What follows belongs to an exercise in optimizing a design on an open flow for small area, a short achievable clock period and few clock cycles per item; a production flow would make more cautious choices. Where RTL was checked, it was by simulation tests only, not by an equivalence proof against the original. Power is estimated from default activity; no workload was simulated.

Design div_top, start of the top module:
module div_top (
  input  wire                         CLK,
  input  wire                         RST_N,
  input  wire  [div_pkg::DATA_W-1:0]  req_a,
  input  wire  [div_pkg::DATA_W-1:0]  req_b,
  input  wire  [1:0]                  req_op,
  input  wire                         req_valid,
  output logic                        req_ready,
  output logic [div_pkg::DATA_W-1:0]  res,
  output logic                        res_valid,
  input  wire                         res_ready
);
make LEC_CHECK=0 ABC_AREA=1 CAP_MARGIN=20 CORE_MARGIN=2 CORE_UTILIZATION=65 SETUP_SLACK_MARGIN=1.0 SLEW_MARGIN=20 finish   # period 5.5 ns
run.sh (not shown) runs the stock make flow with config.mk's settings and CLKGATE_MAP_FILE= SYNTH_SCRIPT=/design/flow/synth_recipe.tcl, a recipe that flattens the netlist after the stock synthesis.
Testbench counts at the start, summed over its fixed seeds: cycles 51,178, items 16,000.
Next try:
- SETUP_SLACK_MARGIN: 1.0 -> 2.0
What happened: Power went up by 3.0%. Synthesized cell count stays the same. Clock skew falls by 0.0088 ns. Critical path depth falls by 1. Final cell count climbs by 1.9%. Wire length rises by 10%.
Next try:
- ABC_AREA: 1 -> default
- SETUP_SLACK_MARGIN: 2.0 -> 1.0
The new run completed without violations.
Wire length fell by a few percent.
Combinational power came out lower by about a fifth.
Global-route usage came out higher by 1.7 points.
Register-to-register slack gets worse by 1.0 ns.
Next try:
- ABC_AREA: default -> 1
- SETUP_SLACK_MARGIN: 1.0 -> 1.5
Outcome: Count of clock-buffer cells in the layout came out lower by 6; synthesized cell count rose by about 24%; die area goes up by about 5%; critical path depth climbs by 5; power rose by about 14%; setup slack improved by 0.56 ns; worst hold slack improved by 0.074 ns; routed wire length goes down by about 3.4%; design area rose by 4.2%; core utilization came out lower by 1.2 points.

---

Another version of the RTL of div_top (not shown whole).
For scale: ~2800 cells after synthesis, about 100 I/O pins.
Settings: LEC_CHECK=0, ABC_AREA=1, CAP_MARGIN=20, CORE_MARGIN=2, CORE_UTILIZATION=65, SETUP_SLACK_MARGIN=1.8, SLEW_MARGIN=20; clock period 5.5 ns.
Testbench counts at the start, summed over its fixed seeds: cycles 51,178, items 16,000.
Then changed:
--- a/flow/config.mk
+++ b/flow/config.mk
@@ -10,4 +10,4 @@
 export CORE_MARGIN = 2
-export CORE_UTILIZATION = 65
-export SETUP_SLACK_MARGIN = 1.8
+export CORE_UTILIZATION = 40
+export SETUP_SLACK_MARGIN = 2.0
 export SLEW_MARGIN = 20
=>
- via count falls slightly
- power rises by a few percent
- clock skew rises by 0.0089 ns
- synthesized cell count is unchanged
- combinational power rises by a few percent
- die area rises by well over a third
- routed wire length rises by a few percent
- design area rises by a few percent
- setup slack improves by 0.16 ns
- sequential power stays flat

---

Setup of run 1:
Another version of the RTL of div_top (not shown whole).
Size in the first run: roughly 210 flip-flops, roughly 20000 µm² of cells after synthesis.
Design div_top, start of the top module:
module div_top (
  input  wire                         CLK,
  input  wire                         RST_N,
  input  wire  [div_pkg::DATA_W-1:0]  req_a,
  input  wire  [div_pkg::DATA_W-1:0]  req_b,
  input  wire  [1:0]                  req_op,
  input  wire                         req_valid,
  output logic                        req_ready,
  output logic [div_pkg::DATA_W-1:0]  res,
  output logic                        res_valid,
  input  wire                         res_ready
);
Settings: LEC_CHECK=0, CAP_MARGIN=20, CORE_MARGIN=2, CORE_UTILIZATION=40, SETUP_SLACK_MARGIN=1.8, SLEW_MARGIN=20; clock period 5.5 ns.
Run 1 finished end to end and its layout was clean on timing, DRC and antenna.
Edits applied to the flow inputs when going from run 1 to run 2:
-- flow/config.mk --
<<< run 1, line 9
export CORE_MARGIN = 2
export CORE_UTILIZATION = 40
export SETUP_SLACK_MARGIN = 1.8
export SLEW_MARGIN = 20
>>> run 2, line 9
export CORE_MARGIN = 2
export CORE_UTILIZATION = 65
export SETUP_SLACK_MARGIN = 1.0
export SLEW_MARGIN = 20
--- outcome ---
What run 1 reported for number of buffers inserted during clock tree synthesis has to be multiplied by 0.893 to get the figure for run 2.
On run 2: part of the power in the clock network is 1.1 points lower than what run 1 gave.
Detailed-placement wirelength estimate delta for run 2 relative to run 1: about 7% lower
Compared with run 1, run 2 shows a lower share of final layout cell area taken by non-clock buffers.
Number of search-and-repair iterations in the first detailed-routing pass was higher in run 2 than in run 1.
The worst endpoint required time of run 2 falls short of that of run 1 by 0.03 ns.
## Diff of input files: run 3 against run 2
-- flow/config.mk --
<<< run 2, line 9
export CORE_MARGIN = 2
export CORE_UTILIZATION = 65
export SETUP_SLACK_MARGIN = 1.0
export SLEW_MARGIN = 20
>>> run 3, line 9
export CORE_MARGIN = 2
export CORE_UTILIZATION = 40
export SLEW_MARGIN = 20
==> summary.txt <==
Leakage dissipation is lower on run 3
Vias per cell (run 3 vs. run 2) decreases by more than 10%
Result: PASS for each of run 2 and run 3
Power of the combinational group (run 3 vs. run 2) decreases by a few percent
For run 2, the highest routing layer actually used was met5, unlike run 3, where it was met4.
Looking at worst-margin pin slew, run 3 sits 0.15 ns below run 2.
The following lists how run 4 was set up differently from run 3:
-- flow/config.mk --
<<< run 3, line 10
export CORE_UTILIZATION = 40
export SLEW_MARGIN = 20
>>> run 4, line 10
export CORE_UTILIZATION = 40
export SETUP_SLACK_MARGIN = 1.0
export SLEW_MARGIN = 20
Notes after the runs:
Synthesized cell count across run 3 and run 4: no real change.
Worst IR drop on VDD, run 3 and run 4: higher on run 4
Worst setup slack: run 4 better than run 3
Taking run 3 as the reference, in run 4 aggregate global-route resource usage down 0.48 points, sequential share of layout area moved down, power share of the clock group moved up.
No run of this note included a check of the RTL's function; only the layout flow was run.

==> afterwards: timing with drivers on the ports <==
How much do the figures lean on ideal ports? The routed layouts below were timed once more, with nothing changed but the port constraints. Step 1: set_driving_cell puts a clkbuf_16 on CLK and a buf_2 on each other input, an assumption about the parent block. Step 2, shift: input delay + t, output delay - t, t = (earliest + latest rising clock arrival at the registers) / 2. This alone moves slack from input paths to output paths. a / b / c = no drivers / after step 1 / after step 2; a / b = the first two.
| run | t, ns | slack for setup (ns) | hold slack, ns | worst setup path after step 2 | latest minus earliest clock arrival (ns) |
|---|---|---|---|---|---|
| the first run of note 1 | 0.613 | 1.236 / 1.267 / 0.654 | 0.479 / 0.479 / 0.479 | input to register | 0.018 / 0.018 |
| the second run of note 1 | 0.617 | 1.881 / 1.911 / 1.293 | 0.486 / 0.486 / 0.486 | input to register | 0.009 / 0.009 |
| the third run of note 1 | 0.603 | 1.076 / 1.076 / 0.563 | 0.421 / 0.421 / 0.421 | input to register | 0.028 / 0.028 |
| the fourth run of note 1 | 0.613 | 1.631 / 1.618 / 1.074 | 0.495 / 0.495 / 0.495 | input to register | 0.021 / 0.021 |
| the first run of note 2 | 0.614 | 1.916 / 1.916 / 1.557 | 0.423 / 0.423 / 0.423 | input to register | 0.032 / 0.032 |
| the second run of note 2 | 0.639 | 2.079 / 2.079 / 1.696 | 0.423 / 0.423 / 0.423 | input to register | 0.041 / 0.040 |
| run 1 | 0.649 | 1.119 / 1.119 / 1.119 | 0.498 / 0.498 / 0.498 | register to register | 0.044 / 0.044 |
| run 2 | 0.603 | 0.956 / 0.956 / 0.956 | 0.517 / 0.517 / 0.517 | register to register | 0.023 / 0.023 |
| run 3 | 0.632 | 0.355 / 0.355 / 0.355 | 0.510 / 0.510 / 0.510 | register to register | 0.023 / 0.024 |
| run 4 | 0.639 | 1.013 / 1.013 / 1.013 | 0.504 / 0.504 / 0.504 | register to register | 0.021 / 0.021 |
After both steps setup and hold are still met in every run listed. For the second run of note 1, which loses most, drivers alone change the setup slack by +0.030 ns; drivers and shift together by -0.588 ns.
